Context: an optimization exercise on an open-source flow, tuned for small area. The choices shown serve that exercise and are no tape-out recipe. Only simulation tests tie the RTL to the original design; equivalence was not proved. Power figures rest on the tool's default switching activity, not on a simulated workload.

==> flow/design.v <==
package hdmi_dma_pkg;
    typedef enum logic [1:0] {
        IDLE    = 2'd0,
        ARMED   = 2'd1,
        CAPTURE = 2'd2,
        DONE    = 2'd3
    } dma_state_e;
    localparam int unsigned BYTES_PER_WORD = 4;
    localparam int unsigned WORDS_NUMBER_W = 30;
    function automatic logic [31:0] min(input logic [31:0] a, input logic [31:0] b);
        logic [31:0] r;
        if (a < b) begin
            r = a;
        end else begin
            r = b;
        end
        min = r;
    endfunction
endpackage
module hdmi_dma_word_fifo #(
    parameter  int unsigned DEPTH = 32,
    localparam int unsigned AW    = $clog2(DEPTH)
) (
    input  logic          clk_sys,
    input  logic          push,
    input  logic [AW-1:0] wr_ptr,
    input  logic [31:0]   wdata,
    input  logic [AW-1:0] rd_ptr_next,
    output logic [31:0]   rdata
);
    logic [31:0]    mem_r [DEPTH];
    logic [DEPTH-1:0] rd_sel_r;
    always_ff @(posedge clk_sys) begin
        for (int i = 0; i < DEPTH; i++) begin
            if (push && (wr_ptr == AW'(i))) begin
                mem_r[i] <= wdata;
            end
        end
    end
    always_ff @(posedge clk_sys) begin
        for (int i = 0; i < DEPTH; i++) begin
            rd_sel_r[i] <= (rd_ptr_next == AW'(i));
        end
    end
    always_comb begin
        rdata = '0;
        for (int i = 0; i < DEPTH; i++) begin
            rdata = rdata | ({32{rd_sel_r[i]}} & mem_r[i]);
        end
    end
endmodule
module hdmi_frame_dma_ctrl
#(
    parameter int unsigned ADDR_WIDTH   = 32,
    parameter int unsigned BURST_LEN    = 16,
    parameter int unsigned BURSTCOUNT_W = 5,
    parameter int unsigned FIFO_DEPTH   = 32
) (
    input  logic                    clk_sys,
    input  logic                    rst_sys_n,
    input  logic                    cfg_enable,
    input  logic [ADDR_WIDTH-1:0]   cfg_start_addr,
    input  logic [29:0]             cfg_words_number,
    input  logic                    frame_sync,
    input  logic [31:0]             st_data,
    input  logic                    st_valid,
    output logic                    st_ready,
    output logic [ADDR_WIDTH-1:0]   avm_address,
    output logic                    avm_write,
    output logic [31:0]             avm_writedata,
    output logic [BURSTCOUNT_W-1:0] avm_burstcount,
    input  logic                    avm_waitrequest,
    output logic                    sts_busy,
    output logic                    sts_frame_done,
    output logic                    sts_overflow
);
    hdmi_dma_pkg::dma_state_e state_r;
    hdmi_dma_pkg::dma_state_e state_next_s;
    logic        started_r;
    logic        abort_r;
    logic        abort_next_s;
    logic        avm_write_r;
    logic        sts_overflow_r;
    logic [29:0] acc_rem_r;
    logic [31:0] addr_r;
    logic [5:0]  wr_ptr_r;
    logic [5:0]  rd_ptr_r;
    logic [5:0]  rd_ptr_next_s;
    logic [5:0]  fifo_count_s;
    logic        capture_s;
    logic        acc_zero_s;
    logic        fifo_empty_s;
    logic        fifo_full_s;
    logic        hi_ne_s;
    logic        push_s;
    logic        pop_s;
    logic        last_beat_s;
    logic        launch_s;
    hdmi_dma_word_fifo #(
        .DEPTH (FIFO_DEPTH)
    ) u_word_fifo (
        .clk_sys (clk_sys),
        .push    (push_s),
        .wr_ptr  (wr_ptr_r[4:0]),
        .wdata   (st_data),
        .rd_ptr_next (rd_ptr_next_s[4:0]),
        .rdata   (avm_writedata)
    );
    assign capture_s    = (state_r == hdmi_dma_pkg::CAPTURE);
    assign acc_zero_s   = (acc_rem_r == 30'd0);
    assign fifo_count_s = wr_ptr_r - rd_ptr_r;
    assign fifo_empty_s = (wr_ptr_r == rd_ptr_r);
    assign fifo_full_s  = (wr_ptr_r[4:0] == rd_ptr_r[4:0]) && (wr_ptr_r[5] != rd_ptr_r[5]);
    assign hi_ne_s      = (wr_ptr_r[5:4] != rd_ptr_r[5:4]);
    assign push_s      = capture_s && !abort_r && !acc_zero_s && !fifo_full_s && st_valid;
    assign pop_s       = avm_write_r && !avm_waitrequest;
    assign rd_ptr_next_s = !capture_s ? 6'd0 : pop_s ? (rd_ptr_r + 6'd1) : rd_ptr_r;
    assign last_beat_s = pop_s && ((rd_ptr_r[3:0] == 4'hF) || (fifo_count_s == 6'd1));
    assign launch_s    = capture_s && !abort_r && cfg_enable && !avm_write_r
                         && (hi_ne_s || (acc_zero_s && !fifo_empty_s));
    always_comb begin
        state_next_s = state_r;
        abort_next_s = 1'b0;
        case (state_r)
            hdmi_dma_pkg::IDLE: begin
                state_next_s = cfg_enable ? hdmi_dma_pkg::ARMED : hdmi_dma_pkg::IDLE;
            end
            hdmi_dma_pkg::ARMED: begin
                if (!cfg_enable) begin
                    state_next_s = hdmi_dma_pkg::IDLE;
                end else if (frame_sync) begin
                    state_next_s = (cfg_words_number == 30'd0) ? hdmi_dma_pkg::DONE : hdmi_dma_pkg::CAPTURE;
                end
            end
            hdmi_dma_pkg::CAPTURE: begin
                if (abort_r || !cfg_enable) begin
                    if (abort_r && !avm_write_r) begin
                        state_next_s = hdmi_dma_pkg::IDLE;
                    end else begin
                        abort_next_s = 1'b1;
                    end
                end else if (acc_zero_s && fifo_empty_s && !avm_write_r) begin
                    state_next_s = hdmi_dma_pkg::DONE;
                end
            end
            default: begin
                if (frame_sync && cfg_enable) begin
                    state_next_s = (cfg_words_number == 30'd0) ? hdmi_dma_pkg::DONE : hdmi_dma_pkg::CAPTURE;
                end else if (cfg_enable) begin
                    state_next_s = hdmi_dma_pkg::ARMED;
                end else begin
                    state_next_s = hdmi_dma_pkg::IDLE;
                end
            end
        endcase
    end
    always_ff @(posedge clk_sys or negedge rst_sys_n) begin
        if (!rst_sys_n) begin
            state_r        <= hdmi_dma_pkg::IDLE;
            started_r      <= 1'b0;
            avm_write_r    <= 1'b0;
            sts_overflow_r <= 1'b0;
        end else begin
            state_r   <= state_next_s;
            started_r <= 1'b1;
            if (launch_s) begin
                avm_write_r <= 1'b1;
            end else if (last_beat_s) begin
                avm_write_r <= 1'b0;
            end
            if (!cfg_enable) begin
                sts_overflow_r <= 1'b0;
            end else if (capture_s && frame_sync) begin
                sts_overflow_r <= 1'b1;
            end
        end
    end
    always_ff @(posedge clk_sys) begin
        abort_r  <= abort_next_s;
        rd_ptr_r <= rd_ptr_next_s;
        if (!capture_s) begin
            acc_rem_r <= cfg_words_number;
            addr_r    <= cfg_start_addr;
            wr_ptr_r  <= 6'd0;
        end else begin
            if (push_s) begin
                acc_rem_r <= acc_rem_r - 30'd1;
                wr_ptr_r  <= wr_ptr_r + 6'd1;
            end
            if (last_beat_s) begin
                addr_r[31:6] <= addr_r[31:6] + 26'd1;
            end
        end
    end
    assign st_ready       = started_r && !(capture_s && !abort_r && !acc_zero_s && fifo_full_s);
    assign avm_write      = avm_write_r;
    assign avm_address    = addr_r;
    assign avm_burstcount = hi_ne_s ? 5'd16 : {1'b0, wr_ptr_r[3:0]};
    assign sts_busy       = state_r[1];
    assign sts_frame_done = (state_r == hdmi_dma_pkg::DONE);
    assign sts_overflow   = sts_overflow_r;
endmodule
==> flow/config.mk <==
export PLATFORM = sky130hd
export DESIGN_NAME = hdmi_frame_dma_ctrl
export DESIGN_NICKNAME = hdmi_frame_dma_ctrl
export VERILOG_FILES = /design/flow/design.v
export SDC_FILE = /design/flow/constraint.sdc
export NUM_CORES = 4
export LEC_CHECK = 0
export CAP_MARGIN = 20
export CORE_AREA = 2.3 2.72 347.3 345.44
export DIE_AREA = 0 0 349.66 349.66
export SLEW_MARGIN = 20
==> flow/constraint.sdc <==
create_clock -name core_clock -period 10.0 [get_ports {clk_sys}]
set_input_delay 2.0000 -clock core_clock [delete_from_list [all_inputs] [get_ports {clk_sys}]]
set_output_delay 2.0000 -clock core_clock [all_outputs]
set_load 0.01 [all_outputs]
run.sh (not shown) runs the stock make flow with config.mk's settings and CLKGATE_MAP_FILE= SYNTH_SCRIPT=/design/flow/synth_recipe.tcl, a recipe that flattens the netlist after the stock synthesis.
Then changed:
==> flow/flow/run.sh (new file) <==
#!/bin/bash
set -euo pipefail
export BUFFER_PORTS_ARGS="-buffer_cell sky130_fd_sc_hd__buf_1"
export CTS_ARGS="-sink_clustering_enable -repair_clock_nets -dont_use_dummy_load -buf_list {sky130_fd_sc_hd__clkbuf_4 sky130_fd_sc_hd__clkbuf_8} -sink_clustering_size 20"
bash standard.sh > standard_sh.log 2>&1
==> flow/standard.sh (new file) <==
#!/bin/bash
# synth_recipe.tcl (not shown) runs the flow's synth.tcl, then flattens the netlist and writes it again
# the make line also repeats each setting of config.mk as NAME=value (left out here)
make -C /OpenROAD-flow-scripts/flow DESIGN_CONFIG=/design/flow/config.mk WORK_HOME=/design/flow/orfs CLKGATE_MAP_FILE= SYNTH_SCRIPT=/design/flow/synth_recipe.tcl "${@:-finish}"
removed: flow/run.sh
Result: The changed run finished clean; area after synthesis stays the same; setup slack gets better by 0.49 ns; via count came out lower by 0.31%; total power fell by 10%; utilization drops by 1.7 points; cell count falls by 0.40%; worst hold slack hardly moves; final area fell by 4.2%; combinational power shrinks by 14%; clock-buffer cell count went up by 42; clock skew goes up by 0.073 ns.

==> static timing again, ports no longer ideal <==
The results above use ideal ports. As a check the final layouts listed here were re-extracted and re-timed, cells and wires unchanged.
Step 1 (the two cells are an assumption about what drives the block):
set clk [get_ports {clk_sys}]
set_driving_cell -lib_cell sky130_fd_sc_hd__clkbuf_16 $clk
set_driving_cell -lib_cell sky130_fd_sc_hd__buf_2 [delete_from_list [all_inputs] $clk]
Step 2 adds t to the input delays and takes it off the output delays; t is the mean of the earliest and latest rising clock arrival at the registers after step 1. Input paths then give back, and output paths get back, about the clock's delay inside the block.
a / b / c = ideal / step 1 / step 2; a / b = the first two.
| run | t (ns) | setup slack, ns | worst slew at a driven data input, ns |
|---|---|---|---|
| the first run | 0.769 | 4.411 / 4.345 / 4.923 | 0.14 |
| the second run | 0.884 | 4.896 / 4.829 / 5.092 | 0.11 |
After both steps every run listed still meets setup and hold.
